What follows belongs to an exercise in optimizing a design on an open flow for small area; a production flow would make more cautious choices. Function was checked by simulation only, so behaviour that the tests miss may differ from the original. Power and IR drop assume default switching activity. No driver is modelled on the clock port, so clocking that relies on it looks cheaper here than on a real chip.

==> flow/design.v <==
module udp_rx_frame_ctrl #(
  parameter int unsigned DEPTH  = 64,
  parameter int unsigned FRAMES = 4
) (
  input  logic        sys_clk,
  input  logic        sys_rst,
  input  logic        rec_data_en,
  input  logic [31:0] rec_data,
  input  logic        rec_end,
  input  logic [15:0] rec_data_num,
  input  logic        err_flag,
  output logic        m_valid,
  input  logic        m_ready,
  output logic [31:0] m_data,
  output logic        m_last,
  output logic [15:0] m_len,
  output logic [15:0] drop_cnt
);
  localparam int unsigned AW = $clog2(DEPTH);
  localparam int unsigned FW = $clog2(FRAMES);
  typedef logic [AW:0] ptr_t;
  typedef logic [FW:0] dptr_t;
  localparam ptr_t  DepthP  = ptr_t'(DEPTH);
  localparam dptr_t FramesP = dptr_t'(FRAMES);
  typedef enum logic [1:0] {StIdle, StLoad, StStream} state_e;
  logic [31:0]   buf_mem  [DEPTH];
  logic [15:0]   len_mem  [FRAMES];
  logic [AW-1:0] end_mem  [FRAMES];
  ptr_t        wr_ptr_q, commit_ptr_q;
  logic        bad_q, open_q;
  logic [15:0] drop_cnt_q;
  dptr_t       dq_wr_q;
  state_e      state_q, state_d;
  ptr_t        rd_ptr_q;
  dptr_t       dq_rel_q;
  logic buf_full, desc_full, err_hit, full_hit, do_write;
  logic frame_empty, frame_bad, commit, drop;
  ptr_t wr_next;
  always_comb begin
    buf_full    = (wr_ptr_q - rd_ptr_q) == DepthP;
    desc_full   = (dq_wr_q - dq_rel_q) == FramesP;
    err_hit     = err_flag && (open_q || rec_data_en || rec_end);
    full_hit    = rec_data_en && !bad_q && buf_full;
    do_write    = rec_data_en && !bad_q && !buf_full;
    wr_next     = wr_ptr_q + ptr_t'(do_write);
    frame_empty = (wr_ptr_q == commit_ptr_q) && !do_write && !bad_q && !full_hit && !err_hit;
    frame_bad   = bad_q || full_hit || err_hit || desc_full;
    commit      = rec_end && !frame_empty && !frame_bad;
    drop        = rec_end && !frame_empty && frame_bad;
  end
  always_ff @(posedge sys_clk or posedge sys_rst) begin
    if (sys_rst) begin
      wr_ptr_q     <= '0;
      commit_ptr_q <= '0;
      bad_q        <= 1'b0;
      open_q       <= 1'b0;
      drop_cnt_q   <= '0;
      dq_wr_q      <= '0;
    end else begin
      if (rec_end) begin
        wr_ptr_q <= drop ? commit_ptr_q : wr_next;
        bad_q    <= 1'b0;
        open_q   <= 1'b0;
      end else begin
        wr_ptr_q <= wr_next;
        if (full_hit || err_hit) bad_q <= 1'b1;
        if (rec_data_en) open_q <= 1'b1;
      end
      if (commit) begin
        commit_ptr_q <= wr_next;
        dq_wr_q      <= dq_wr_q + 1'b1;
      end
      if (drop && (drop_cnt_q != 16'hFFFF)) drop_cnt_q <= drop_cnt_q + 16'd1;
    end
  end
  always_ff @(posedge sys_clk) begin
    if (do_write) buf_mem[wr_ptr_q[AW-1:0]] <= rec_data;
    if (commit) begin
      len_mem[dq_wr_q[FW-1:0]] <= rec_data_num;
      end_mem[dq_wr_q[FW-1:0]] <= wr_next[AW-1:0];
    end
  end
  logic xfer, last_xfer, pending;
  ptr_t rd_next;
  assign rd_next = rd_ptr_q + 1'b1;
  assign m_last  = rd_next[AW-1:0] == end_mem[dq_rel_q[FW-1:0]];
  assign pending = (dq_rel_q + dptr_t'(state_q == StStream)) != dq_wr_q;
  always_comb begin
    state_d   = state_q;
    xfer      = 1'b0;
    last_xfer = 1'b0;
    unique case (state_q)
      StIdle: begin
        if (pending) state_d = StLoad;
      end
      StLoad: begin
        state_d = StStream;
      end
      StStream: begin
        if (m_ready) begin
          xfer = 1'b1;
          if (m_last) begin
            last_xfer = 1'b1;
            state_d   = pending ? StLoad : StIdle;
          end
        end
      end
      default: state_d = StIdle;
    endcase
  end
  always_ff @(posedge sys_clk or posedge sys_rst) begin
    if (sys_rst) begin
      state_q  <= StIdle;
      rd_ptr_q <= '0;
      dq_rel_q <= '0;
    end else begin
      state_q <= state_d;
      if (xfer) rd_ptr_q <= rd_next;
      if (last_xfer) dq_rel_q <= dq_rel_q + 1'b1;
    end
  end
  assign m_valid  = state_q == StStream;
  localparam int unsigned NG = DEPTH / 3;   
  logic [DEPTH-1:0] rsel;
  always_comb begin
    for (int i = 0; i < DEPTH; i++) rsel[i] = rd_ptr_q[AW-1:0] == AW'(i);
  end
  for (genvar b = 0; b < 32; b++) begin : g_rd_bit
    logic [NG:0] term_n;
    for (genvar g = 0; g < NG; g++) begin : g_grp
      udp_rx_frame_ctrl_aoi222 u_aoi (
        .s({rsel[3*g+2], rsel[3*g+1], rsel[3*g]}),
        .d({buf_mem[3*g+2][b], buf_mem[3*g+1][b], buf_mem[3*g][b]}),
        .y(term_n[g])
      );
    end
    assign term_n[NG] = ~(rsel[DEPTH-1] & buf_mem[DEPTH-1][b]);
    assign m_data[b]  = ~&term_n;
  end
  assign m_len    = len_mem[dq_rel_q[FW-1:0]];
  assign drop_cnt = drop_cnt_q;
endmodule
module udp_rx_frame_ctrl_aoi222 (
  input  logic [2:0] s,
  input  logic [2:0] d,
  output logic       y
);
  assign y = ~|(s & d);
endmodule
==> flow/flow/run.sh <==
#!/bin/bash
# The standard layout, with three changes:
#  * clock tree synthesis without dummy loads, with larger sink clusters on clkbuf_16;
#  * ports buffered with buf_1.
set -euo pipefail
bash standard.sh \
  "CTS_ARGS=-sink_clustering_enable -repair_clock_nets -dont_use_dummy_load -buf_list sky130_fd_sc_hd__clkbuf_16 -sink_clustering_size 30 -sink_clustering_max_diameter 150" \
  "BUFFER_PORTS_ARGS=-buffer_cell sky130_fd_sc_hd__buf_1" \
  finish > standard_make.log 2>&1
==> flow/standard.sh <==
#!/bin/bash
# synth_recipe.tcl (not shown) runs the flow's synth.tcl, then flattens the netlist and writes it again
# the make line also repeats each setting of config.mk as NAME=value (left out here)
make -C /OpenROAD-flow-scripts/flow DESIGN_CONFIG=/design/flow/config.mk WORK_HOME=/design/flow/orfs CLKGATE_MAP_FILE= SYNTH_SCRIPT=/design/flow/synth_recipe.tcl "${@:-finish}"
==> flow/config.mk <==
export PLATFORM = sky130hd
export DESIGN_NAME = udp_rx_frame_ctrl
export DESIGN_NICKNAME = udp_rx_frame_ctrl
export VERILOG_FILES = /design/flow/design.v
export SDC_FILE = /design/flow/constraint.sdc
export NUM_CORES = 4
export LEC_CHECK = 0
export CAP_MARGIN = 10
export CORE_MARGIN = 2
export CORE_UTILIZATION = 65
export SLEW_MARGIN = 10
export SYNTH_HIERARCHICAL = 1
==> flow/constraint.sdc <==
create_clock -name core_clock -period 8.0 [get_ports {sys_clk}]
set_input_delay 1.6000 -clock core_clock [delete_from_list [all_inputs] [get_ports {sys_clk}]]
set_output_delay 1.6000 -clock core_clock [all_outputs]
set_load 0.01 [all_outputs]
==> reports/qor.csv, run 1 <==
stage;metric;value;unit
critical_path;cp-end-kind;output port;
global_route;grt_pass1_wl;296.6;mm
layout;layout-drive-gt1-share;11.61;%
critical_path;arrival;4970;ps
placement;hpwl;116.5;mm
synth;synth_area;76740;um2
die;io_pins;120;
die;placeableCoreArea;117600;um2
global_route;gr-total-overflow;0;
synth;yosys_warnings;7;
placement;io_buffer_count;119;
clock_network;clkSinkCount;2183;
timing;hold_viol_final;0;
critical_path;cp-endpoint;m_data[29];
timing;max_slew_margin;7.067;%
critical_path;worstSetupStartpoint;rd_ptr_q[4];
routing;drt-vias-per-instance;7.652;
clock_network;clock_latency;720;ps
global_route;grt_pass1_vias;41377;
synth;synth_compound_area_share;9.042;%
status;status;no timing/DRC/antenna violations;
routing;totalWireLength;212.3;mm
critical_path;path_class;register to output port;
synth;synth_ff_type;edfxtp_1;
routing;firstDrtPassIters;9;
routing;drc;0;
synth;yosysSeqAreaShare;85.11;%
clock_network;cts_resized;0;
synth;synth_top_family_by_area;compound AO/OA/AOI/OAI gates;
global_route;antenna_found_initial;10;
min_path;hp-class;register to register;
pwr;powerDensity;274.2;nW/um2
timing;min_period_over_period;82.11;%
routing;vias;41981;
die;die-area;120800;um2
pwr;vdd_drop_max;205.4;uV
pwr;power;22780;uW
routing;ant_nets;0;
timing;fin_tns_setup;0;ps
clock_network;htree_levels;3;
timing;skew;28.81;ps
clock_network;cts_setup_buffers;0;
global_route;grtUsageTotal;35.10;%
timing;whs;513.1;ps
global_route;grt_max_degree;65;
critical_path;crit_fanout;32;
synth;yosys_register_bits;2183;
synth;netlist_instances;3616;
synth;yosys.area_share.simple;3.737;%
timing;max_freq;152.2;MHz
clock_network;tritoncts;done;
critical_path;rr_endpoint;buf_mem[33][7];
synth;synth.avg_cell_area;21.22;um2
synth;async_flop_share;2.153;%
synth;synthAdderAreaFrac;0.3587;%
critical_path;ff2ff_path_depth;9;
synth;synth_edf_count;2136;
synth;synthesis.nets;3692;
layout;nets;4023;
die;row_count;126;
critical_path;critPathLaunchType;register;
flow_run;cap_violations;0;
routing;drt_iter0_markers;8536;
clock_network;cts.path.max_buffers;3;
clock_network;cts-root-buf;clkbuf_16;
placement;gp_congestion;0.9554;
critical_path;path_cells;inv_1, nand2_1, nor2_4, a222oi_1, nand4_1, nor4_2, nand3_1, buf_1;
timing;setup_viol;0;
clock_network;cts_hold_buf;0;
critical_path;rrSetupSlack;3310;ps
routing;wl_per_cell;38.70;um
critical_path;critPathSlowestCell;nand2_1;
critical_path;required;6400;ps
critical_path;timing.rr.start;wr_ptr_q[4];
timing;timing.final.crit_period;6569;ps
synth;synthMuxAreaShare;0.8935;%
synth;yosys.cell_types.count;46;
die;die-height;347.6;um
layout;syn2layout_area_growth;8.251;%
clock_network;cts_made_buffers;82;
die;die_w;347.6;um
timing;worst_slew_pin_slew;1394;ps
pwr;power_leakage;0.02519;uW
timing;slew_viol_final;0;
timing;rsz0062_at_grt;no;
die;start_util;65.25;%
synth;synthXorXnorAreaFrac;0.5837;%
critical_path;slowest_delay;920;ps
clock_network;clkTransAtPathRegs;120;ps
-- logic make-up after synthesis --
| family | Yosys count |
|---|---|
| compound gates | 701 |
| mux | 39 |
| fa+ha+maj | 22 |
| buf+inv | 52 |
| simple gates | 571 |
| xor+xnor | 48 |
| flops | 2183 |
-- power breakdown --
group | internal, uW | switching (uW) | total, uW
clock | 1860 | 3110 | 4960
combinational | 1250 | 3370 | 4620
sequential | 13000 | 223 | 13200
total | 16100 | 6690 | 22800
-- critical path, delay by kind of cell, from the launching register on --
| family | cells | cell delay (ps) |
|---|---|---|
| compound gates | 1 | 570 |
| simple gates | 5 | 2860 |
| buf+inv | 2 | 340 |
| flops | 1 | 460 |
-- cells in the mapped netlist, drive strengths merged, types with 19 or more instances --
library cell | n | area share, %
a222oi | 672 | 8.8
nor4 | 36 | 0.29
xnor2 | 31 | 0.35
clkbuf | 24 | 0.12
nand3 | 79 | 0.52
inv | 19 | 0.093
ha | 22 | 0.36
dfrtp | 47 | 1.5
nor3 | 43 | 0.28
edfxtp | 2136 | 84
nor2 | 131 | 0.64
mux4 | 22 | 0.65
nand2 | 104 | 0.51
nand4 | 136 | 1.1
-- per-stage QoR --
stage / instances / setup WS [ps] / cell area [um2] / utilization [%]
floorplan: 3616 / 2140 / 76740 / -
global placement: 5388 / 1408 / 80790 / 68.69
detailed placement: 5395 / 2242 / 80920 / 68.80
CTS: 5477 / 1444 / 82970 / 70.55
global route: 5481 / 1345 / 83060 / 70.63
finish: 5486 / 1431 / 83070 / 70.64
-- modules after synthesis (local to each module, per instance) --
| module | cells inside | cell area [um2] | times used | flops+latches |
|---|---|---|---|---|
| udp_rx_frame_ctrl_aoi222 | 1 | 10.01 | 672 | 0 |
| udp_rx_frame_ctrl | 2944 | 70020 | 1 | 2183 |
-- layer usage --
metal	global-route usage [%]	up-vias	wire length, um
met5	1.200	-	262
li1	-	17013	-
met4	15.66	12	10400
met2	54.21	3152	98670
met1	48.15	21445	73700
met3	8.811	359	29290
-- area by class of cell --
class,count,area [um2]
Antenna cell,5,12.51
Clock buffer,82,2052
Fill cell,7109,34530
Inverter,19,71.32
Multi-Input combinational cell,1381,11940
Sequential cell,2183,65320
Tap cell,1536,1922
Timing Repair Buffer,280,1758
-- how the worst min path moves through the flow --
stage                         startpoint             end  slack (ps)  cells past startpoint
after floorplan               state_q[0]      state_q[0]         450                      1
after global placement        state_q[0]      state_q[0]         460                      1
after detailed placement  drop_cnt_q[12]  drop_cnt_q[12]         500                      1
after CTS                     dq_wr_q[2]      dq_wr_q[2]         520                      1
after global routing      drop_cnt_q[12]  drop_cnt_q[12]         520                      1
final                        dq_rel_q[2]     dq_rel_q[2]         510                      1
-- flip-flops by register name, indices dropped and copies added (netlist names) --
name	cells
bad_q	1
buf_mem	2048
commit_ptr_q	7
dq_rel_q	3
dq_wr_q	3
drop_cnt_q	16
end_mem	24
len_mem	64
open_q	1
rd_ptr_q	7
state_q	2
wr_ptr_q	7
-- cell usage in the layout (no fill, tap or decap), types with 42 or more instances in the layout --
cell | synthesis | layout
a222oi_1 | 672 | 672
buf_1 | 5 | 87
buf_4 | 1 | 156
clkbuf_16 | 0 | 82
dfrtp_1 | 47 | 47
edfxtp_1 | 2136 | 2136
nand2_1 | 104 | 104
nand3_1 | 79 | 79
nand4_1 | 136 | 136
nor2_1 | 131 | 47
nor2_2 | 0 | 42
nor2_4 | 0 | 42
==> run 2, diff against run 1 <==
--- a/flow/config.mk
+++ b/flow/config.mk
@@ -7,6 +7,6 @@
 export LEC_CHECK = 0
 export CAP_MARGIN = 10
 export CORE_MARGIN = 2
-export CORE_UTILIZATION = 65
+export CORE_UTILIZATION = 72
 export SLEW_MARGIN = 10
 export SYNTH_HIERARCHICAL = 1
==> run 2 against run 1 <==
Compared with the run above:
- still clean on timing, DRC and antenna
- fmax down 6.0%
- core utilization up 7.8 points
- clock skew up 19 ps
- critical path type unchanged
- highest routed layer unchanged
==> reports/qor.csv, run 2 <==
stage;metric;value;unit
timing;fin_tns_setup;0;ps
die;placeableCoreArea;105600;um2
clock_network;clkSinkCount;2183;
pwr;power_leakage;0.02517;uW
synth;synth_edf_count;2136;
routing;wl_met2;95.01;mm
layout;layout-drive-gt1-share;11.57;%
timing;setup_viol;0;
synth;synth_top_area_share;83.58;%
routing;drc;0;
timing;timing.final.crit_period;6991;ps
global_route;grt_pass1_wl;286.7;mm
timing;slew_viol_final;0;
routing;totalWireLength;203.7;mm
synth;synth_ff_type;edfxtp_1;
die;die-height;330.5;um
routing;wl_per_cell;38.13;um
synth;yosys_register_bits;2183;
clock_network;cts-root-buf;clkbuf_16;
routing;drt_iter0_markers;9480;
synth;netlist_instances;3616;
synth;synth_area_leaders;edfxtp_1 (84%), a222oi_1 (8.8%), dfrtp_1 (1.5%);
placement;hpwl;111.1;mm
routing;highest_layer;met5;
synth;synth_area_leader_cell;edfxtp_1;
die;die_w;330.5;um
placement;gp_congestion;0.8871;
die;io_pins;120;
die;start_util;72.70;%
layout;n_fill_cell;5397;
clock_network;cts.path.max_buffers;3;
clock_network;htree_levels;3;
clock_network;clock_latency;720;ps
flow_run;cap_violations;0;
routing;vias;42291;
layout;final_common_cell;edfxtp_1;
synth;yosys.cell_types.count;46;
critical_path;path_class;register to output port;
timing;worst_slew_pin_slew;1348;ps
layout;final_cells;5342;
routing;ant_nets;0;
clock_network;cts_setup_buffers;0;
timing;skew;48.25;ps
synth;yosysSeqAreaShare;85.11;%
synth;synthesis.nets;3692;
die;die-area;109200;um2
clock_network;cts_resized;0;
pwr;powerDensity;273.2;nW/um2
routing;drt-vias-per-instance;7.917;
clock_network;tritoncts;done;
clock_network;cts_hold_buf;0;
synth;async_flop_share;2.153;%
synth;synth.avg_cell_area;21.22;um2
min_path;hp-class;register to register;
status;status;no timing/DRC/antenna violations;
timing;hold_viol_final;0;
routing;firstDrtPassIters;10;
global_route;grt_max_degree;65;
global_route;grtUsageTotal;37.61;%
layout;nets;4027;
timing;max_freq;143.0;MHz
synth;synth_commonest_cells;edfxtp_1 (2136), a222oi_1 (672), nand4_1 (136);
synth;yosys.cell_count.top_type;edfxtp_1;
layout;syn2layout_area_growth;7.829;%
die;row_count;119;
timing;max_slew_margin;9.303;%
critical_path;critPathLaunchType;register;
placement;io_buffer_count;119;
global_route;gr-total-overflow;0;
clock_network;clkTransAtPathRegs;120;ps
critical_path;arrival;5390;ps
critical_path;crit_fanout;32;
routing;wl_met3;31.22;mm
clock_network;cts_made_buffers;82;
layout;final_cell_mix;edfxtp_1 (2136), a222oi_1 (672), buf_4 (163), nand4_1 (136), nand2_1 (104);
global_route;antenna_found_initial;7;
critical_path;required;6400;ps
synth;yosys_warnings;7;
critical_path;cp-end-kind;output port;
routing;met1_length;67.11;mm
timing;min_period_over_period;87.39;%
timing;rsz0062_at_grt;no;
placement;place_inst;5258;
pwr;vdd_drop_max;257.8;uV
global_route;grt_pass1_vias;41153;
synth;synth_area;76740;um2
layout;largest_reg_flops;2048;
run 2: metal layers:
metal,vias to the layer above,global-route usage [%]
met5,-,0
met3,464,9.049
met2,3681,58.04
met4,6,16.09
met1,21130,52.79
li1,17010,-
run 2: per-module statistics from Yosys (local to each module, per instance):
| module | cells | area [um2] | flip-flops and latches |
|---|---|---|---|
| udp_rx_frame_ctrl | 2944 | 70020 | 2183 |
| udp_rx_frame_ctrl_aoi222 | 1 | 10.01 | 0 |
run 2: kinds of logic (layout without fill, tap and decap cells):
| family | Yosys count | count (layout) | share of synthesized area (%) |
|---|---|---|---|
| AOI/OAI and AO/OA | 701 | 701 | 9.042 |
| buffers and inverters | 52 | 385 | 0.2723 |
| and+or+nand+nor | 571 | 571 | 3.737 |
| other | 0 | 2 | 0 |
| xor gates and xnor gates | 48 | 48 | 0.5837 |
| adders and majority gates | 22 | 22 | 0.3587 |
| DFF | 2183 | 2183 | 85.11 |
| muxes | 39 | 39 | 0.8935 |
run 2: critical path: stages, from the launching register on:
cell and delay, ps:
dfrtp_1 450, inv_1 130, nand2_1 950, nor2_4 500, a222oi_1 470, nand4_1 320
nor4_2 1130, nand3_1 440, buf_1 250
run 2: per-stage QoR:
step | worst slack, ps | utilization, % | area [um2] | power, uW | hold WS (ps)
floorplan | 2140 | - | 76740 | 15370 | 449.1
global route | 1177 | 78.38 | 82750 | 23080 | 504.5
global placement | 1587 | 76.40 | 80650 | 17690 | 462.5
finish | 1009 | 78.39 | 82750 | 22600 | 488.1
CTS | 1183 | 78.37 | 82740 | 22500 | 491.4
detailed placement | 1967 | 76.43 | 80680 | 17820 | 476.4
run 2: final timing paths:
path,slack (ps),cells after the start,start,end
setup / recovery,1010,8,rd_ptr_q[4],m_data[4]
hold / removal,490,1,state_q[0],state_q[0]
setup reg to reg,3330,10,rd_ptr_q[3],buf_mem[61][13]
hold reg to reg,490,1,state_q[0],state_q[0]
max in group asynchronous,6210,2,sys_rst,commit_ptr_q[5]
min in group asynchronous,1130,2,sys_rst,rd_ptr_q[1]
run 2: report_power, final:
group | total (uW) | switching [uW] | internal [uW]
sequential | 13200 | 217 | 13000
clock | 4910 | 3060 | 1860
combinational | 4490 | 3290 | 1200
run 2: area by class of cell:
type	count	area, um2	area share, %
Tap cell	1391	1740	2.103
Multi-Input combinational cell	1381	11840	14.31
Inverter	19	71.32	0.08618
Clock buffer	82	2052	2.480
Timing Repair Buffer	284	1720	2.079
Antenna cell	2	5.005	0.006048
Sequential cell	2183	65320	78.93
==> run 3, diff against run 2 <==
--- a/flow/config.mk
+++ b/flow/config.mk
@@ -5,8 +5,8 @@
 export SDC_FILE = /design/flow/constraint.sdc
 export NUM_CORES = 4
 export LEC_CHECK = 0
-export CAP_MARGIN = 10
+export CAP_MARGIN = 20
 export CORE_MARGIN = 2
-export CORE_UTILIZATION = 72
-export SLEW_MARGIN = 10
+export CORE_UTILIZATION = 60
+export SLEW_MARGIN = 20
 export SYNTH_HIERARCHICAL = 1
==> run 3 against run 2 <==
Compared with the run above:
- die area grew 20%
- area after synthesis unchanged
- clock-buffer cell count unchanged
==> reports/qor.csv, run 3 <==
stage;metric;value;unit
status;status;no timing/DRC/antenna violations;
pwr;powerDensity;275.9;nW/um2
layout;layout-drive-gt1-share;12.07;%
flow_run;cap_violations;0;
global_route;gr-total-overflow;0;
clock_network;cts-root-buf;clkbuf_16;
pwr;vdd_drop_max;224.1;uV
timing;skew;44.52;ps
layout;seq_area;65320;um2
critical_path;required;6400;ps
routing;drt_iter0_markers;9087;
layout;utilization;65.60;%
global_route;grt_pass1_vias;40638;
timing;whs;501.9;ps
synth;synth_ff_type;edfxtp_1;
routing;vias;42215;
critical_path;critPathLaunchType;register;
critical_path;path_cells;ha_1, nand3_1, nor2_4, buf_4, a222oi_1, nand4_1, nor4_2, nand3_1, buf_1;
timing;max_freq;151.6;MHz
clock_network;tritoncts;done;
critical_path;rrSetupSlack;3410;ps
synth;async_flop_share;2.153;%
critical_path;arrival;5000;ps
clock_network;clock_latency;760;ps
synth;synth_edf_count;2136;
layout;final_common_cell;edfxtp_1;
synth;synth_area_leader_cell;edfxtp_1;
global_route;grtUsageTotal;33.16;%
critical_path;cp-end-kind;output port;
layout;multi_input_area;11930;um2
synth;yosys.cell_count.top_type;edfxtp_1;
die;row_count;131;
critical_path;crit_fanout;18;
min_path;hp-class;register to register;
clock_network;cts_made_buffers;82;
critical_path;path_class;register to output port;
synth;yosys_warnings;7;
global_route;grt_max_degree;65;
critical_path;critPathSlowestCell;nor4_2;
die;start_util;60.34;%
clock_network;cts_hold_buf;0;
pwr;power_leakage;0.02531;uW
layout;syn2layout_area_growth;8.727;%
pwr;p_clk_share;21.7;%
critical_path;slowest_delay;1080;ps
synth;yosys_register_bits;2183;
die;die_w;361.6;um
clock_network;htree_levels;3;
timing;timing.final.crit_period;6597;ps
pwr;p_int;16130;uW
clock_network;cts.path.max_buffers;3;
synth;synth_area;76740;um2
synth;synth_commonest_cells;edfxtp_1 (2136), a222oi_1 (672), nand4_1 (136);
global_route;grt_pass1_wl;302.9;mm
timing;hold_viol_final;0;
placement;io_buffer_count;119;
routing;drc;0;
synth;synth_top_area_share;83.58;%
synth;netlist_instances;3616;
synth;synthesis.nets;3692;
pwr;p_seq_share;57.4;%
routing;drt-vias-per-instance;7.493;
layout;n_fill_cell;8356;
routing;firstDrtPassIters;8;
die;io_pins;120;
timing;setup_viol;0;
layout;largest_reg_flops;2048;
synth;yosys.cell_types.count;46;
timing;rsz0062_at_grt;no;
placement;hpwl;122.6;mm
clock_network;cts_resized;0;
pwr;switching_share;29.92;%
critical_path;crit_top_cell;nand3_1;
global_route;antenna_found_initial;12;
clock_network;clkSinkCount;2183;
synth;yosysSeqAreaShare;85.11;%
synth;synth.avg_cell_area;21.22;um2
timing;worst_slew_pin_slew;1180;ps
pwr;combPwrFrac;20.9;%
timing;fin_tns_setup;0;ps
pwr;p_switching;6888;uW
pwr;power;23020;uW
die;die-height;361.6;um
clock_network;cts_setup_buffers;0;
clock_network;clkTransAtPathRegs;120;ps
routing;wl_per_cell;38.60;um
placement;gp_congestion;0.9812;
die;die-area;130800;um2
layout;nets;4048;
timing;max_slew_margin;20.62;%
layout;final_cell_mix;edfxtp_1 (2136), a222oi_1 (672), buf_4 (179), nand4_1 (136), nand2_1 (104);
timing;slew_viol_final;0;
timing;min_period_over_period;82.47;%
routing;ant_nets;0;
die;placeableCoreArea;127200;um2
routing;totalWireLength;217.5;mm
synth;synth_area_leaders;edfxtp_1 (84%), a222oi_1 (8.8%), dfrtp_1 (1.5%);
==> run 3: cell counts after synthesis <==
Identical to the previous run, type by type.
==> run 3: final timing paths <==
kind,startpoint,endpoint,cells after the start
hold reg to reg,state_q[0],state_q[0],1
setup reg to reg,wr_ptr_q[4],buf_mem[36][0],10
setup / recovery,rd_ptr_q[0],m_data[10],9
min in group asynchronous,sys_rst,drop_cnt_q[8],2
hold / removal,state_q[0],state_q[0],1
max in group asynchronous,sys_rst,dq_rel_q[1],2
==> run 3: kinds of logic (layout without fill, tap and decap cells) <==
kind of cell | after synthesis | in the layout | synth area share (%)
mux | 39 | 39 | 0.8935
buf+inv | 52 | 406 | 0.2723
simple gates | 571 | 571 | 3.737
xor+xnor | 48 | 48 | 0.5837
compound gates | 701 | 701 | 9.042
other cells | 0 | 2 | 0
flops | 2183 | 2183 | 85.11
fa+ha+maj | 22 | 22 | 0.3587
==> run 3: cell type report <==
class,instances,area share [%]
sequential,2183,78.28
multi-input combinational,1381,14.30
tap,1662,2.492
antenna,2,0.005998
clock buffer,82,2.459
timing repair buffer,305,2.377
inverter,19,0.08697
==> run 3: per-stage QoR <==
stage,instance area [um2],cells,setup slack [ps]
finish,83440,5634,1403
global route,83440,5632,1368
CTS,83370,5629,1375
detailed placement,81310,5547,2191
global placement,81210,5543,2198
floorplan,76740,3616,2140
==> run 3: worst max-delay path, delay by kind of cell (launching register included) <==
| kind | cells | cell delay, ps |
|---|---|---|
| flip-flops | 1 | 480 |
| adder cells (fa/ha/maj) | 1 | 330 |
| AND/OR/NAND/NOR | 5 | 2500 |
| AO/OA/AOI/OAI | 1 | 400 |
| buffers and inverters | 2 | 550 |
==> run 3: Yosys stat by module, one instance, submodules excluded <==
module	cells inside	flip-flops and latches	cell area [um2]
udp_rx_frame_ctrl	2944	2183	70020
udp_rx_frame_ctrl_aoi222	1	0	10.01
==> run 3: power groups by stage <==
stage                     combinational, uW  sequential, uW  clock (uW)
after floorplan                        2000           13400           0
after global placement                 4700           13400           0
after detailed placement               4760           13500           0
after CTS                              4770           13200        5040
after global routing                   4950           13200        5400
final                                  4820           13200        5000
==> run 3: routing by layer <==
layer	vias to the layer above	GRT usage [%]	wire (um)	share of wire [%]
met5	-	0	34	0.016
met4	6	10.29	7472	3.4
met3	314	6.356	27360	13
met2	3075	50.79	100500	46
met1	21767	49.28	82110	38
li1	17053	-	-	-
==> run 4, diff against run 3 <==
--- a/flow/design.v
+++ b/flow/design.v
@@ -28,6 +28,7 @@
   logic [AW-1:0] end_mem  [FRAMES];
   ptr_t        wr_ptr_q, commit_ptr_q;
   logic        bad_q, open_q;
+  logic        has_words_q;   
   logic [15:0] drop_cnt_q;
   dptr_t       dq_wr_q;
   state_e      state_q, state_d;
@@ -37,13 +38,13 @@
   logic frame_empty, frame_bad, commit, drop;
   ptr_t wr_next;
   always_comb begin
-    buf_full    = (wr_ptr_q - rd_ptr_q) == DepthP;
-    desc_full   = (dq_wr_q - dq_rel_q) == FramesP;
+    buf_full    = (wr_ptr_q[AW-1:0] == rd_ptr_q[AW-1:0]) && (wr_ptr_q[AW] != rd_ptr_q[AW]);
+    desc_full   = (dq_wr_q[FW-1:0] == dq_rel_q[FW-1:0]) && (dq_wr_q[FW] != dq_rel_q[FW]);
     err_hit     = err_flag && (open_q || rec_data_en || rec_end);
     full_hit    = rec_data_en && !bad_q && buf_full;
     do_write    = rec_data_en && !bad_q && !buf_full;
     wr_next     = wr_ptr_q + ptr_t'(do_write);
-    frame_empty = (wr_ptr_q == commit_ptr_q) && !do_write && !bad_q && !full_hit && !err_hit;
+    frame_empty = !has_words_q && !do_write && !bad_q && !full_hit && !err_hit;
     frame_bad   = bad_q || full_hit || err_hit || desc_full;
     commit      = rec_end && !frame_empty && !frame_bad;
     drop        = rec_end && !frame_empty && frame_bad;
@@ -54,6 +55,7 @@
       commit_ptr_q <= '0;
       bad_q        <= 1'b0;
       open_q       <= 1'b0;
+      has_words_q  <= 1'b0;
       drop_cnt_q   <= '0;
       dq_wr_q      <= '0;
     end else begin
@@ -61,7 +63,9 @@
         wr_ptr_q <= drop ? commit_ptr_q : wr_next;
         bad_q    <= 1'b0;
         open_q   <= 1'b0;
+        has_words_q <= 1'b0;
       end else begin
+        if (do_write) has_words_q <= 1'b1;
         wr_ptr_q <= wr_next;
         if (full_hit || err_hit) bad_q <= 1'b1;
         if (rec_data_en) open_q <= 1'b1;
@@ -73,8 +77,17 @@
       if (drop && (drop_cnt_q != 16'hFFFF)) drop_cnt_q <= drop_cnt_q + 16'd1;
     end
   end
+  logic [7:0] whi, wlo;
+  logic [DEPTH-1:0] wsel;
+  always_comb begin
+    for (int i = 0; i < 8; i++) begin
+      whi[i] = do_write && (wr_ptr_q[5:3] == 3'(i));
+      wlo[i] = wr_ptr_q[2:0] == 3'(i);
+    end
+    for (int i = 0; i < DEPTH; i++) wsel[i] = whi[i/8] && wlo[i%8];
+  end
   always_ff @(posedge sys_clk) begin
-    if (do_write) buf_mem[wr_ptr_q[AW-1:0]] <= rec_data;
+    for (int i = 0; i < DEPTH; i++) if (wsel[i]) buf_mem[i] <= rec_data;
     if (commit) begin
       len_mem[dq_wr_q[FW-1:0]] <= rec_data_num;
       end_mem[dq_wr_q[FW-1:0]] <= wr_next[AW-1:0];
@@ -121,9 +134,14 @@
   end
   assign m_valid  = state_q == StStream;
   localparam int unsigned NG = DEPTH / 3;   
+  logic [7:0] rhi, rlo;
   logic [DEPTH-1:0] rsel;
   always_comb begin
-    for (int i = 0; i < DEPTH; i++) rsel[i] = rd_ptr_q[AW-1:0] == AW'(i);
+    for (int i = 0; i < 8; i++) begin
+      rhi[i] = rd_ptr_q[5:3] == 3'(i);
+      rlo[i] = rd_ptr_q[2:0] == 3'(i);
+    end
+    for (int i = 0; i < DEPTH; i++) rsel[i] = rhi[i/8] && rlo[i%8];
   end
   for (genvar b = 0; b < 32; b++) begin : g_rd_bit
     logic [NG:0] term_n;
--- a/flow/config.mk
+++ b/flow/config.mk
@@ -5,8 +5,8 @@
 export SDC_FILE = /design/flow/constraint.sdc
 export NUM_CORES = 4
 export LEC_CHECK = 0
-export CAP_MARGIN = 20
+export CAP_MARGIN = 10
 export CORE_MARGIN = 2
-export CORE_UTILIZATION = 60
-export SLEW_MARGIN = 20
+export CORE_UTILIZATION = 65
+export SLEW_MARGIN = 10
 export SYNTH_HIERARCHICAL = 1
==> run 4 against run 3 <==
Compared with the run above:
- wire length decreased by 1.1%
- power decreased by 4.4%
- sequential power about the same
- non-clock buffer count decreased by 32
- flip-flop and latch count increased by 1
- fmax decreased by 8.0%
- clock skew decreased by 13 ps
- combinational power decreased by 17%
- worst setup slack got worse by 570 ps
- clock power about the same
- register-to-register slack improved by 320 ps
- still clean
==> reports/qor.csv, run 4 <==
stage;metric;value;unit
critical_path;critPathSlowestCell;nor4_1;
critical_path;crit_family;simple AND/OR/NAND/NOR gates;
clock_network;cts_hold_buf;0;
layout;final_common_cell;edfxtp_1;
global_route;antenna_found_initial;16;
min_path;hp-class;register to register;
placement;hpwl;122.8;mm
clock_network;cts_resized;0;
clock_network;clock_latency;700;ps
timing;rsz0062_at_grt;no;
synth;yosysSeqAreaShare;85.44;%
synth;synth_ff_type;edfxtp_1;
layout;nets;3974;
synth;synth_area_leader_cell;edfxtp_1;
die;placeableCoreArea;116500;um2
global_route;grt_max_degree;65;
placement;io_buffer_count;119;
status;status;no timing/DRC/antenna violations;
pwr;switching_share;28.70;%
synth;yosys_register_bits;2184;
global_route;busiest_layer;met2;
die;die-area;120400;um2
timing;hold_viol_final;0;
global_route;grt_pass1_wl;299.0;mm
timing;setup_viol;0;
global_route;gr-total-overflow;0;
critical_path;slowest_delay;1190;ps
synth;yosys.cell_count.top_type;edfxtp_1;
critical_path;required;6400;ps
synth;synth_area;76480;um2
synth;synth_compound_area_share;8.882;%
clock_network;cts-root-buf;clkbuf_16;
synth;synth_commonest_cells;edfxtp_1 (2136), a222oi_1 (672), nor2_1 (180);
pwr;power_leakage;0.02501;uW
pwr;combPwrFrac;18.1;%
pwr;p_switching;6317;uW
synth;synthMuxAreaShare;0.9326;%
synth;yosys.cell_types.count;43;
critical_path;path_class;register to output port;
synth;synth_top_family_by_area;compound AO/OA/AOI/OAI gates;
flow_run;cap_violations;0;
routing;drc;0;
pwr;p_seq_share;59.3;%
global_route;grtUsageTotal;35.58;%
layout;layout-drive-gt1-share;11.58;%
synth;synth_area_leaders;edfxtp_1 (84%), a222oi_1 (8.8%), dfrtp_1 (1.6%);
layout;largest_reg_flops;2048;
synth;synthesis.nets;3648;
pwr;vdd_drop_max;224.5;uV
routing;drt_iter0_markers;9774;
routing;totalWireLength;215.1;mm
die;start_util;65.63;%
die;die_w;347.0;um
pwr;p_clk_share;22.6;%
routing;firstDrtPassIters;10;
pwr;p_int;15690;uW
clock_network;cts.path.max_buffers;3;
timing;worst_slew_pin_slew;1394;ps
clock_network;clkTransAtPathRegs;110;ps
clock_network;clkSinkCount;2184;
synth;async_flop_share;2.198;%
clock_network;cts_setup_buffers;0;
timing;max_slew_margin;6.179;%
synth;synthAdderAreaFrac;0.2618;%
routing;vias;42205;
timing;slew_viol_final;0;
timing;timing.final.crit_period;7168;ps
critical_path;arrival;5570;ps
critical_path;critPathLaunchType;register;
timing;max_freq;139.5;MHz
synth;synthXorXnorAreaFrac;0.5955;%
routing;drt-vias-per-instance;7.777;
critical_path;cp-end-kind;output port;
critical_path;path_cells;inv_1, ha_1, nand2_1, nor2_2, buf_4, a222oi_1, nand4_1, nor4_1, nand3_1, buf_1;
pwr;powerDensity;266.1;nW/um2
synth;yosys_warnings;8;
global_route;grt_use_met1;52.43;%
critical_path;worst-path-buf-inv;3;
die;io_pins;120;
timing;skew;31.72;ps
clock_network;cts_made_buffers;82;
die;die-height;347.0;um
global_route;grt_pass1_vias;39812;
layout;final_cell_mix;edfxtp_1 (2136), a222oi_1 (672), buf_4 (150), nand4_1 (138);
critical_path;crit_fanout;32;
routing;wl_per_cell;39.63;um
die;row_count;125;
clock_network;htree_levels;3;
routing;ant_nets;0;
global_route;grtUsageMet3;9.654;%
synth;synth.avg_cell_area;21.37;um2
clock_network;tritoncts;done;
global_route;grt_use_met2;53.00;%
placement;place_inst;5340;
synth;synth_edf_count;2136;
timing;min_period_over_period;89.60;%
synth;yosys.area_share.simple;3.635;%
layout;utilization;70.99;%
synth;synth_top_area_share;83.87;%
timing;whs;468.4;ps
synth;netlist_instances;3578;
timing;fin_tns_setup;0;ps
placement;gp_congestion;0.9385;
layout;final_cells;5427;
layout;syn2layout_area_growth;8.167;%
==> run 4: power groups by stage <==
| stage | combinational [uW] | sequential, uW | clock, uW |
|---|---|---|---|
| 6_report | 3990 | 13100 | 4970 |
| 5_1_grt | 4050 | 13100 | 5350 |
| 4_1_cts | 3870 | 13100 | 5010 |
| 3_5_place_dp | 3860 | 13300 | 0 |
| 3_3_place_gp | 3800 | 13300 | 0 |
| 2_1_floorplan | 1670 | 13200 | 0 |
==> run 4: logic make-up (layout without fill, tap and decap cells) <==
logic type	after synthesis	after routing
AOI/OAI and AO/OA	682	682
xor gates and xnor gates	48	48
adders and majority gates	16	16
buffers and inverters	45	369
DFF	2184	2184
muxes	40	40
other	0	1
and+or+nand+nor	563	563
==> run 4: path summary, 6_finish.rpt <==
path	depth (start not counted)	start	end	slack, ps
min in group asynchronous	2	sys_rst	drop_cnt_q[1]	840
worst min register to register	1	state_q[0]	state_q[0]	470
worst min-delay path	1	state_q[0]	state_q[0]	470
worst max-delay path	10	rd_ptr_q[0]	m_data[4]	830
max in group asynchronous	3	sys_rst	rd_ptr_q[2]	6610
worst max register to register	8	wr_ptr_q[4]	buf_mem[48][15]	3730
==> run 4: cell type report <==
| cell class | instances | area [um2] |
|---|---|---|
| Sequential cell | 2184 | 65340 |
| Fill cell | 7068 | 33800 |
| Multi-Input combinational cell | 1349 | 11660 |
| Clock buffer | 82 | 2052 |
| Tap cell | 1524 | 1907 |
| Timing Repair Buffer | 273 | 1700 |
| Inverter | 14 | 52.55 |
| Antenna cell | 1 | 2.502 |
==> run 4: metrics by stage <==
stage / total power (uW) / area (um2) / worst slack (ps)
2_1_floorplan: 14900 / 76480 / 3685
3_3_place_gp: 17090 / 80550 / 1933
3_5_place_dp: 17170 / 80570 / 1889
4_1_cts: 21930 / 82620 / 1110
5_1_grt: 22490 / 82720 / 1059
6_report: 22010 / 82720 / 832.0
==> run 4: metal layers <==
metal  vias to the layer above  wire length [um]
li1                      16831                 -
met1                     21588             76850
met2                      3425             96870
met3                       353             33460
met4                         8              7860
met5                         -                59
==> run 4: Yosys stat by module, one instance, submodules excluded <==
module                    copies in the design  flip-flops and latches
udp_rx_frame_ctrl                            1                    2184
udp_rx_frame_ctrl_aoi222                   672                       0
==> run 5, diff against run 4 <==
--- a/flow/config.mk
+++ b/flow/config.mk
@@ -7,6 +7,6 @@
 export LEC_CHECK = 0
 export CAP_MARGIN = 10
 export CORE_MARGIN = 2
-export CORE_UTILIZATION = 65
+export CORE_UTILIZATION = 72
 export SLEW_MARGIN = 10
 export SYNTH_HIERARCHICAL = 1
==> run 5 against run 4 <==
Compared with the run above:
- still clean
- sequential share of layout area rose by 0.21 points
- first-iteration DRC count fell by 1.2%
- global-route usage rose by 3.3 points
- worst setup slack improved by 370 ps
- flip-flop and latch count did not move
- wire length fell by 2.7%
- worst hold slack got worse by 2.6 ps
- sequential power barely moved
- largest power group unchanged
==> reports/qor.csv, run 5 <==
stage;metric;value;unit
critical_path;rr_endpoint;buf_mem[51][17];
routing;drc;0;
pwr;powerDensity;263.5;nW/um2
layout;utilization;78.37;%
flow_run;cap_violations;0;
placement;hpwl;113.2;mm
synth;synth_ff_type;edfxtp_1;
critical_path;required;6400;ps
timing;min_period_over_period;84.94;%
timing;max_freq;147.2;MHz
synth;synth_edf_count;2136;
clock_network;clock_latency;730;ps
clock_network;clkSinkCount;2184;
synth;synth_top_area_share;83.87;%
routing;wl_per_cell;39.50;um
clock_network;htree_levels;3;
placement;io_buffer_count;119;
synth;yosys_warnings;8;
clock_network;clkTransAtPathRegs;110;ps
layout;syn2layout_area_growth;7.874;%
critical_path;cp-end-kind;output port;
clock_network;tritoncts;done;
layout;final_area;82500;um2
critical_path;path_cells;inv_1, ha_1, nand2_1, nor2_2, buf_4, a222oi_1, nand4_1, nor4_1, nand3_1, buf_1;
routing;vias;42558;
synth;yosysSeqAreaShare;85.44;%
pwr;vdd_drop_max;286.5;uV
critical_path;slowest_delay;1120;ps
critical_path;arrival;5200;ps
layout;final_common_cell;edfxtp_1;
timing;setup_viol;0;
placement;dpl_cell_area;80390;um2
die;row_count;119;
timing;rsz0062_at_grt;no;
timing;max_slew_margin;8.809;%
status;status;no timing/DRC/antenna violations;
routing;drt_iter0_markers;9660;
clock_network;cts_setup_buffers;0;
die;placeableCoreArea;105300;um2
synth;synth_commonest_cells;edfxtp_1 (2136), a222oi_1 (672), nor2_1 (180);
synth;yosys.cell_types.count;43;
routing;totalWireLength;209.3;mm
synth;synth.avg_cell_area;21.37;um2
die;die_w;329.9;um
synth;synth_area_leader_cell;edfxtp_1;
placement;gp_congestion;1.016;
layout;largest_reg_flops;2048;
die;die-area;108800;um2
layout;final_cell_mix;edfxtp_1 (2136), a222oi_1 (672), buf_4 (153), nand4_1 (138);
routing;firstDrtPassIters;10;
synth;synthesis.nets;3648;
clock_network;cts_resized;0;
die;start_util;72.65;%
synth;yosys.cell_count.top_type;edfxtp_1;
global_route;grt_pass1_wl;293.2;mm
global_route;grt_pass1_vias;40946;
critical_path;ff2ff_path_depth;8;
min_path;min_to;state_q[0];
timing;fin_ws;1205;ps
die;die-height;329.9;um
layout;nets;3975;
routing;ant_nets;0;
global_route;grtUsageTotal;38.86;%
clock_network;cts_made_buffers;82;
min_path;min_from;state_q[0];
synth;async_flop_share;2.198;%
clock_network;cts-root-buf;clkbuf_16;
placement;post-place-ws;2330;ps
timing;hold_viol_final;0;
layout;layout-drive-gt1-share;11.56;%
layout;n_fill_cell;5362;
min_path;hold_depth;1;
synth;synth_area;76480;um2
pwr;power_leakage;0.02500;uW
timing;fin_tns_setup;0;ps
die;io_pins;120;
critical_path;critPathSlowestCell;nor4_1;
global_route;antenna_found_initial;15;
critical_path;path_class;register to output port;
clock_network;cts.path.max_buffers;3;
timing;worst_slew_pin_slew;1365;ps
synth;synth_area_leaders;edfxtp_1 (84%), a222oi_1 (8.8%), dfrtp_1 (1.6%);
global_route;grt_max_degree;65;
timing;skew;54.04;ps
timing;timing.final.crit_period;6795;ps
critical_path;timing.rr.start;wr_ptr_q[2];
routing;drt-vias-per-instance;8.031;
synth;yosys_register_bits;2184;
critical_path;rrSetupSlack;3750;ps
clock_network;cts_hold_buf;0;
global_route;gr-total-overflow;0;
critical_path;critPathLaunchType;register;
timing;slew_viol_final;0;
min_path;hp-class;register to register;
synth;netlist_instances;3578;
critical_path;crit_fanout;32;
-- run 5: modules after synthesis (local to each module, per instance) --
module                    flops+latches  cell area [um2]
udp_rx_frame_ctrl_aoi222              0            10.01
udp_rx_frame_ctrl                  2184            69750
-- run 5: per-layer routing --
layer  wire length [um]  track usage, %  vias up
li1                   -               -    16823
met1              68440           54.43    21246
met2              92660           56.85     3939
met3              37010           13.13      542
met4              11130           17.38        8
met5                 55         0.08696        -
-- run 5: final cells by class --
class / count / area, um2 / area share, %
well taps: 1391 / 1740 / 2.110
diodes: 5 / 12.51 / 0.01517
inverters: 14 / 52.55 / 0.06370
multi-input cells: 1349 / 11620 / 14.09
flip-flops and latches: 2184 / 65340 / 79.21
clock buffers: 82 / 2052 / 2.487
repair buffers: 274 / 1675 / 2.031
-- run 5: per-stage QoR --
| stage | cells | hold slack, ps | total power, uW |
|---|---|---|---|
| global placement | 5207 | 433.8 | 16750 |
| floorplan | 3578 | 419.2 | 14900 |
| global route | 5295 | 499.2 | 22200 |
| detailed placement | 5210 | 454.4 | 16880 |
| finish | 5299 | 465.8 | 21740 |
| CTS | 5292 | 467.0 | 21570 |
-- run 5: cell families (layout without fill, tap and decap cells) --
logic type | Yosys count | in the layout | share of synthesized area [%]
AND/OR/NAND/NOR | 563 | 563 | 3.635
buffers and inverters | 45 | 370 | 0.2503
XOR/XNOR | 48 | 48 | 0.5955
multiplexers | 40 | 40 | 0.9326
AO/OA/AOI/OAI | 682 | 682 | 8.882
adder cells (fa/ha/maj) | 16 | 16 | 0.2618
flip-flops | 2184 | 2184 | 85.44
other | 0 | 5 | 0
-- run 5: worst max path at each step --
stage / endpoint / depth (start not counted) / slack, ps / startpoint
floorplan: m_data[0] / 8 / 3690 / rd_ptr_q[3]
global placement: m_data[4] / 10 / 1840 / rd_ptr_q[0]
detailed placement: m_data[2] / 10 / 2330 / rd_ptr_q[0]
CTS: m_data[3] / 10 / 1570 / rd_ptr_q[0]
global route: m_data[2] / 10 / 1250 / rd_ptr_q[0]
finish: m_data[2] / 10 / 1200 / rd_ptr_q[0]
-- run 5: worst max-delay path, delay by kind of cell, from the launching register on --
family,cells,cell delay [ps]
and+or+nand+nor,5,2550
adders and majority gates,1,250
buffers and inverters,3,710
DFF,1,490
AOI/OAI and AO/OA,1,470
-- run 5: power breakdown --
group          internal, uW  switching, uW  leakage (uW)
Sequential            12900            192        0.0198
Clock                  1860           3080       0.00101
Combinational          1010           2710       0.00415
Total                 15800           5990        0.0250
==> run 6, diff against run 5 <==
--- a/flow/config.mk
+++ b/flow/config.mk
@@ -7,6 +7,6 @@
 export LEC_CHECK = 0
 export CAP_MARGIN = 10
 export CORE_MARGIN = 2
-export CORE_UTILIZATION = 72
+export CORE_UTILIZATION = 75
 export SLEW_MARGIN = 10
 export SYNTH_HIERARCHICAL = 1
==> run 6 against run 5 <==
Compared with the run above:
- die area shrank 4.0%
- first-iteration DRC count grew 9.1%
- via count shrank 0.14%
- critical path depth grew 1
- critical path type unchanged
- highest routed layer unchanged
==> reports/qor.csv, run 6 <==
stage;metric;value;unit
status;status;no timing/DRC/antenna violations;
synth;synthesis.nets;3648;
placement;place_inst;5166;
clock_network;cts_resized;0;
synth;synth_area;76480;um2
timing;slew_viol_final;0;
clock_network;clock_latency;710;ps
routing;ant_nets;0;
clock_network;clkSinkCount;2184;
timing;min_period_over_period;83.62;%
die;die_w;323.3;um
synth;yosys.cell_types.count;43;
routing;totalWireLength;204.3;mm
clock_network;clkTransAtPathRegs;110;ps
global_route;grt_pass1_wl;285.5;mm
critical_path;cp-end-kind;output port;
critical_path;crit_fanout;32;
routing;drt-vias-per-instance;8.078;
die;die-area;104500;um2
critical_path;timing.rr.start;wr_ptr_q[3];
critical_path;slowest_delay;1130;ps
layout;syn2layout_area_growth;7.845;%
placement;dpl_cell_area;80220;um2
placement;hpwl;113.3;mm
global_route;grt_max_degree;65;
routing;drt_iter0_markers;10543;
timing;max_freq;149.5;MHz
min_path;min_from;state_q[0];
critical_path;crit_top_cell;buf_4;
clock_network;tritoncts;done;
global_route;grtUsageTotal;39.36;%
critical_path;critPathLaunchType;register;
clock_network;cts.path.max_buffers;3;
routing;firstDrtPassIters;12;
placement;io_buffer_count;119;
global_route;antenna_found_initial;12;
layout;final_common_cell;edfxtp_1;
synth;async_flop_share;2.198;%
critical_path;path_class;register to output port;
layout;layout-drive-gt1-share;11.24;%
synth;yosys_register_bits;2184;
timing;timing.final.crit_period;6690;ps
timing;worst_slew_pin_slew;1410;ps
timing;max_slew_margin;5.748;%
layout;largest_reg_flops;2048;
clock_network;cts_setup_buffers;0;
die;placeableCoreArea;101400;um2
synth;yosysSeqAreaShare;85.44;%
critical_path;path_cells;inv_1, ha_1, nand2_1, nor2_2, buf_4, a222oi_1, nand4_1, nor4_1, buf_4, nand3_1, buf_1;
timing;fin_tns_setup;0;ps
pwr;vdd_drop_max;287.7;uV
synth;synth_ff_type;edfxtp_1;
die;die-height;323.3;um
global_route;gr-total-overflow;0;
timing;hold_viol_final;0;
critical_path;critPathSlowestCell;nor4_1;
pwr;powerDensity;265.2;nW/um2
die;io_pins;120;
critical_path;ff2ff_path_depth;5;
synth;synth_top_area_share;83.87;%
layout;final_area;82480;um2
critical_path;rrSetupSlack;3110;ps
placement;post-place-ws;2263;ps
timing;fin_ws;1310;ps
routing;wl_per_cell;38.84;um
critical_path;required;6400;ps
synth;netlist_instances;3578;
global_route;grt_pass1_vias;39928;
placement;gp_congestion;0.9183;
clock_network;cts_hold_buf;0;
synth;synth.avg_cell_area;21.37;um2
clock_network;cts_made_buffers;82;
critical_path;worstSetupStartpoint;rd_ptr_q[0];
layout;final_cell_mix;edfxtp_1 (2136), a222oi_1 (672), nand4_1 (138), buf_4 (132);
clock_network;htree_levels;3;
synth;synth_edf_count;2136;
synth;synth_area_leader_cell;edfxtp_1;
timing;setup_viol;0;
flow_run;cap_violations;0;
critical_path;cp-endpoint;m_data[12];
pwr;power;21870;uW
synth;synth_area_leaders;edfxtp_1 (84%), a222oi_1 (8.8%), dfrtp_1 (1.6%);
min_path;hp-class;register to register;
clock_network;cts-root-buf;clkbuf_16;
synth;yosys_warnings;8;
routing;drc;0;
critical_path;rr_endpoint;buf_mem[8][18];
critical_path;arrival;5090;ps
timing;skew;36.22;ps
pwr;power_leakage;0.02494;uW
die;start_util;75.38;%
layout;final_cells;5261;
die;row_count;117;
routing;vias;42497;
synth;synth_commonest_cells;edfxtp_1 (2136), a222oi_1 (672), nor2_1 (180);
timing;rsz0062_at_grt;no;
synth;yosys.cell_count.top_type;edfxtp_1;
layout;nets;3960;
-- run 6: Yosys stat by module, one instance, submodules excluded --
module / flip-flops and latches / cell area (um2) / cells / copies in the design
udp_rx_frame_ctrl: 2184 / 69750 / 2906 / 1
udp_rx_frame_ctrl_aoi222: 0 / 10.01 / 1 / 672
-- run 6: area by class of cell --
| class | instances | area (um2) |
|---|---|---|
| well taps | 1368 | 1712 |
| clock buffers | 82 | 2052 |
| diodes | 5 | 12.51 |
| fillers | 4881 | 18970 |
| inverters | 14 | 52.55 |
| multi-input cells | 1349 | 11650 |
| repair buffers | 259 | 1655 |
| flip-flops and latches | 2184 | 65340 |
-- run 6: through the flow --
| stage | hold WS [ps] | util [%] |
|---|---|---|
| after floorplan | 419.2 | - |
| after global placement | 436.3 | 79.02 |
| after detailed placement | 472.7 | 79.08 |
| after CTS | 488.5 | 81.10 |
| after global routing | 520.1 | 81.29 |
| final | 485.5 | 81.30 |
-- run 6: cells by family (layout without fill, tap and decap cells) --
kind of cell	Yosys count	after routing	synth area share, %
muxes	40	40	0.9326
adders and majority gates	16	16	0.2618
DFF	2184	2184	85.44
other	0	5	0
and+or+nand+nor	563	563	3.635
AOI/OAI and AO/OA	682	682	8.882
xor gates and xnor gates	48	48	0.5955
buffers and inverters	45	355	0.2503
-- run 6: power by group --
group          leakage [uW]  internal [uW]  total (uW)  switching [uW]
clock network       0.00101           1860        4920            3070
registers            0.0198          12900       13100             190
logic               0.00410            994        3870            2880
-- run 6: worst min path at each step --
stage            endpoint  slack (ps)  depth (start not counted)
2_1_floorplan  state_q[0]         420                          1
3_3_place_gp   state_q[0]         440                          1
3_5_place_dp   state_q[0]         470                          1
4_1_cts        state_q[0]         490                          1
5_1_grt        state_q[0]         520                          1
6_report       state_q[0]         490                          1
-- run 6: metal layers --
layer	GRT usage, %	wire (um)	up-vias	part of all wire [%]
met5	0	115	-	0.056
met4	15.48	9121	16	4.5
met3	12.60	36290	478	18
met2	57.44	91310	4127	45
met1	56.84	67510	21083	33
li1	-	-	16793	-
-- run 6: critical path, delay by kind of cell (launching register included) --
family / cells / cell delay (ps)
buffers and inverters: 4 / 890
and+or+nand+nor: 5 / 2190
DFF: 1 / 490
adders and majority gates: 1 / 260
AOI/OAI and AO/OA: 1 / 560
==> run 7, diff against run 6 <==
--- a/flow/config.mk
+++ b/flow/config.mk
@@ -5,8 +5,8 @@
 export SDC_FILE = /design/flow/constraint.sdc
 export NUM_CORES = 4
 export LEC_CHECK = 0
-export CAP_MARGIN = 10
+export CAP_MARGIN = 15
 export CORE_MARGIN = 2
-export CORE_UTILIZATION = 75
-export SLEW_MARGIN = 10
+export CORE_UTILIZATION = 78
+export SLEW_MARGIN = 15
 export SYNTH_HIERARCHICAL = 1
==> run 7 against run 6 <==
Compared with the run above:
- sequential power about the same
- worst setup slack worse by 53 ps
- clock power about the same
- sequential share of layout area is essentially flat
- clock-buffer cell count did not move
- first-iteration DRC count up 7.7%
- power down 0.49%
- critical path depth is 1 lower
- area after synthesis stayed put
- critical path type unchanged
- largest power group unchanged
==> reports/qor.csv, run 7 <==
stage;metric;value;unit
status;status;no timing/DRC/antenna violations;
critical_path;rr_endpoint;buf_mem[8][11];
placement;io_buffer_count;119;
min_path;min_from;state_q[0];
critical_path;path_cells;inv_1, ha_1, nand2_1, nor2_2, buf_4, a222oi_1, nand4_1, nor4_1, nand3_1, buf_1;
die;start_util;78.85;%
synth;synth_compound_area_share;8.882;%
layout;largest_reg_flops;2048;
layout;multi_input_area;11630;um2
clock_network;cts_made_buffers;82;
synth;synth_commonest_cells;edfxtp_1 (2136), a222oi_1 (672), nor2_1 (180);
synth;yosys.cell_count.top_type;edfxtp_1;
pwr;p_seq_share;60.1;%
min_path;hp-class;register to register;
layout;syn2layout_area_growth;7.847;%
synth;yosys.cell_types.count;43;
timing;timing.final.crit_period;6742;ps
pwr;power_leakage;0.02499;uW
synth;synth_top_family_by_area;compound AO/OA/AOI/OAI gates;
min_path;hold_depth;1;
critical_path;rrSetupSlack;3110;ps
critical_path;crit_fanout;32;
placement;dpl_cell_area;80040;um2
synth;synth_area_leaders;edfxtp_1 (84%), a222oi_1 (8.8%), dfrtp_1 (1.6%);
synth;synth_ff_type;edfxtp_1;
layout;final_cells;5165;
critical_path;cp-end-kind;output port;
placement;place_inst;5066;
layout;seq_area;65340;um2
placement;gp_congestion;0.9467;
global_route;grt_max_degree;65;
timing;setup_viol;0;
routing;drc;0;
min_path;min_to;state_q[0];
synth;synthesis.nets;3648;
synth;synth_area_leader_cell;edfxtp_1;
clock_network;tritoncts;done;
clock_network;cts.path.max_buffers;3;
critical_path;path_class;register to output port;
pwr;p_clk_share;22.5;%
synth;synth_edf_count;2136;
routing;totalWireLength;205.1;mm
pwr;switching_share;27.81;%
timing;fin_tns_setup;0;ps
pwr;combPwrFrac;17.4;%
placement;hpwl;112.6;mm
clock_network;cts-root-buf;clkbuf_16;
routing;wl_per_cell;39.70;um
timing;max_slew_margin;11.57;%
synth;yosys.area_share.simple;3.635;%
global_route;grt_pass1_wl;286.9;mm
timing;hold_viol_final;0;
layout;final_area;82480;um2
layout;layout-drive-gt1-share;11.19;%
synth;synthXorXnorAreaFrac;0.5955;%
routing;drt_iter0_markers;11354;
global_route;gr-total-overflow;0;
clock_network;cts_resized;0;
synth;yosys_register_bits;2184;
clock_network;clock_latency;700;ps
synth;async_flop_share;2.198;%
critical_path;critPathLaunchType;register;
die;io_pins;120;
critical_path;arrival;5140;ps
synth;yosysSeqAreaShare;85.44;%
routing;vias;42750;
pwr;powerDensity;263.9;nW/um2
global_route;grtUsageTotal;41.05;%
synth;synthAdderAreaFrac;0.2618;%
layout;n_fill_cell;4148;
die;placeableCoreArea;96990;um2
layout;final_cell_mix;edfxtp_1 (2136), a222oi_1 (672), nand4_1 (138), buf_4 (123);
timing;min_period_over_period;84.28;%
flow_run;cap_violations;0;
clock_network;clkTransAtPathRegs;110;ps
die;die-height;317.1;um
layout;final_common_cell;edfxtp_1;
clock_network;cts_hold_buf;0;
pwr;p_switching;6052;uW
clock_network;htree_levels;3;
die;die-area;100600;um2
pwr;power;21770;uW
clock_network;clkSinkCount;2184;
routing;ant_nets;0;
synth;yosys_warnings;8;
critical_path;ff2ff_path_depth;6;
layout;nets;3960;
timing;slew_viol_final;0;
critical_path;critPathSlowestCell;nor4_1;
global_route;grt_pass1_vias;40747;
critical_path;slowest_delay;1090;ps
synth;synth_top_area_share;83.87;%
global_route;antenna_found_initial;17;
die;row_count;114;
synth;synth_area;76480;um2
synth;synth.avg_cell_area;21.37;um2
synth;synthMuxAreaShare;0.9326;%
die;die_w;317.1;um
routing;drt-vias-per-instance;8.277;
pwr;p_int;15710;uW
critical_path;required;6400;ps
timing;worst_slew_pin_slew;1314;ps
routing;firstDrtPassIters;9;
synth;netlist_instances;3578;
critical_path;timing.rr.start;wr_ptr_q[5];
timing;max_freq;148.3;MHz
pwr;vdd_drop_max;316.4;uV
timing;rsz0062_at_grt;no;
clock_network;cts_setup_buffers;0;
timing;skew;32.18;ps
==> run 7: cell counts after synthesis <==
No cell type changed its count.
==> run 7: worst max-delay path by stage <==
stage / slack, ps / end / from / cells after the start
global placement: 2160 / m_data[17] / rd_ptr_q[0] / 10
global route: 1420 / m_data[6] / rd_ptr_q[0] / 10
CTS: 1500 / m_data[6] / rd_ptr_q[0] / 10
detailed placement: 2240 / m_data[23] / rd_ptr_q[0] / 10
floorplan: 3690 / m_data[0] / rd_ptr_q[3] / 8
finish: 1260 / m_data[6] / rd_ptr_q[0] / 10
==> run 7: cell families after synthesis <==
kind of cell               after synthesis
AOI/OAI and AO/OA                      682
xor gates and xnor gates                48
adders and majority gates               16
buffers and inverters                   45
DFF                                   2184
muxes                                   40
and+or+nand+nor                        563
==> run 7: power by group through the flow <==
stage	clock (uW)	sequential, uW	combinational [uW]
floorplan	0	13200	1670
global placement	0	13300	3420
detailed placement	0	13300	3540
CTS	4870	13100	3560
global route	5210	13100	3830
finish	4910	13100	3780
==> run 7: critical path, delay by kind of cell (launching register included) <==
kind,cells,cell delay (ps)
AND/OR/NAND/NOR,5,2470
flip-flops,1,490
AO/OA/AOI/OAI,1,490
buffers and inverters,3,690
adder cells (fa/ha/maj),1,250
==> run 7: area by class of cell <==
cell class	count	area share (%)
sequential	2184	79.23
multi-input combinational	1349	14.10
clock buffer	82	2.488
timing repair buffer	259	2.186
tap	1276	1.936
inverter	14	0.06523
antenna	1	0.003034
==> run 7: stage by stage <==
step	hold WS, ps	util (%)	setup WS [ps]
floorplan	419.2	-	3685
global placement	433.4	82.49	2157
detailed placement	447.4	82.52	2240
CTS	461.3	84.63	1497
global route	477.3	85.03	1416
finish	458.7	85.03	1258
==> run 7: per-module statistics from Yosys, one instance, submodules excluded <==
module | cells inside | times used
udp_rx_frame_ctrl | 2906 | 1
udp_rx_frame_ctrl_aoi222 | 1 | 672
==> run 7: routing by layer <==
layer	track usage (%)	up-vias	part of all wire, %	wire length, um
met5	0	-	0.083	171
met2	61.83	4388	46	94140
met4	15.10	22	4.5	9317
met1	57.41	21012	31	64190
met3	14.11	538	18	37250
li1	-	16790	-	-

==> what the ideal ports hide <==
In the flow no input, the clock included, has a driving cell. The finished layouts below were timed again as built, in two steps.
Step 1 sets driving cells, clkbuf_16 on the clock port and buf_2 on the other inputs (assumed; they add their load-dependent delay and slew).
Step 2 adds t to the input delays and takes it off the output delays; t is the mean of the earliest and latest rising clock arrival at the registers after step 1. Input paths then give back, and output paths get back, about the clock's delay inside the block.
Three values: ideal ports, drivers, drivers and shift; two values: the first two.
| run | t, ns | setup WS [ns] | cell pins on the clock port's net |
|---|---|---|---|
| run 1 | 0.785 | 1.431 / 1.348 / 2.133 | 1 |
| run 2 | 0.776 | 1.009 / 0.928 / 1.704 | 1 |
| run 3 | 0.815 | 1.403 / 1.317 / 2.131 | 1 |
| run 4 | 0.774 | 0.832 / 0.749 / 1.523 | 1 |
| run 5 | 0.776 | 1.205 / 1.129 / 1.905 | 1 |
| run 6 | 0.772 | 1.310 / 1.231 / 2.003 | 1 |
| run 7 | 0.757 | 1.258 / 1.188 / 1.945 | 1 |
After both steps setup and hold are still met in every run listed.
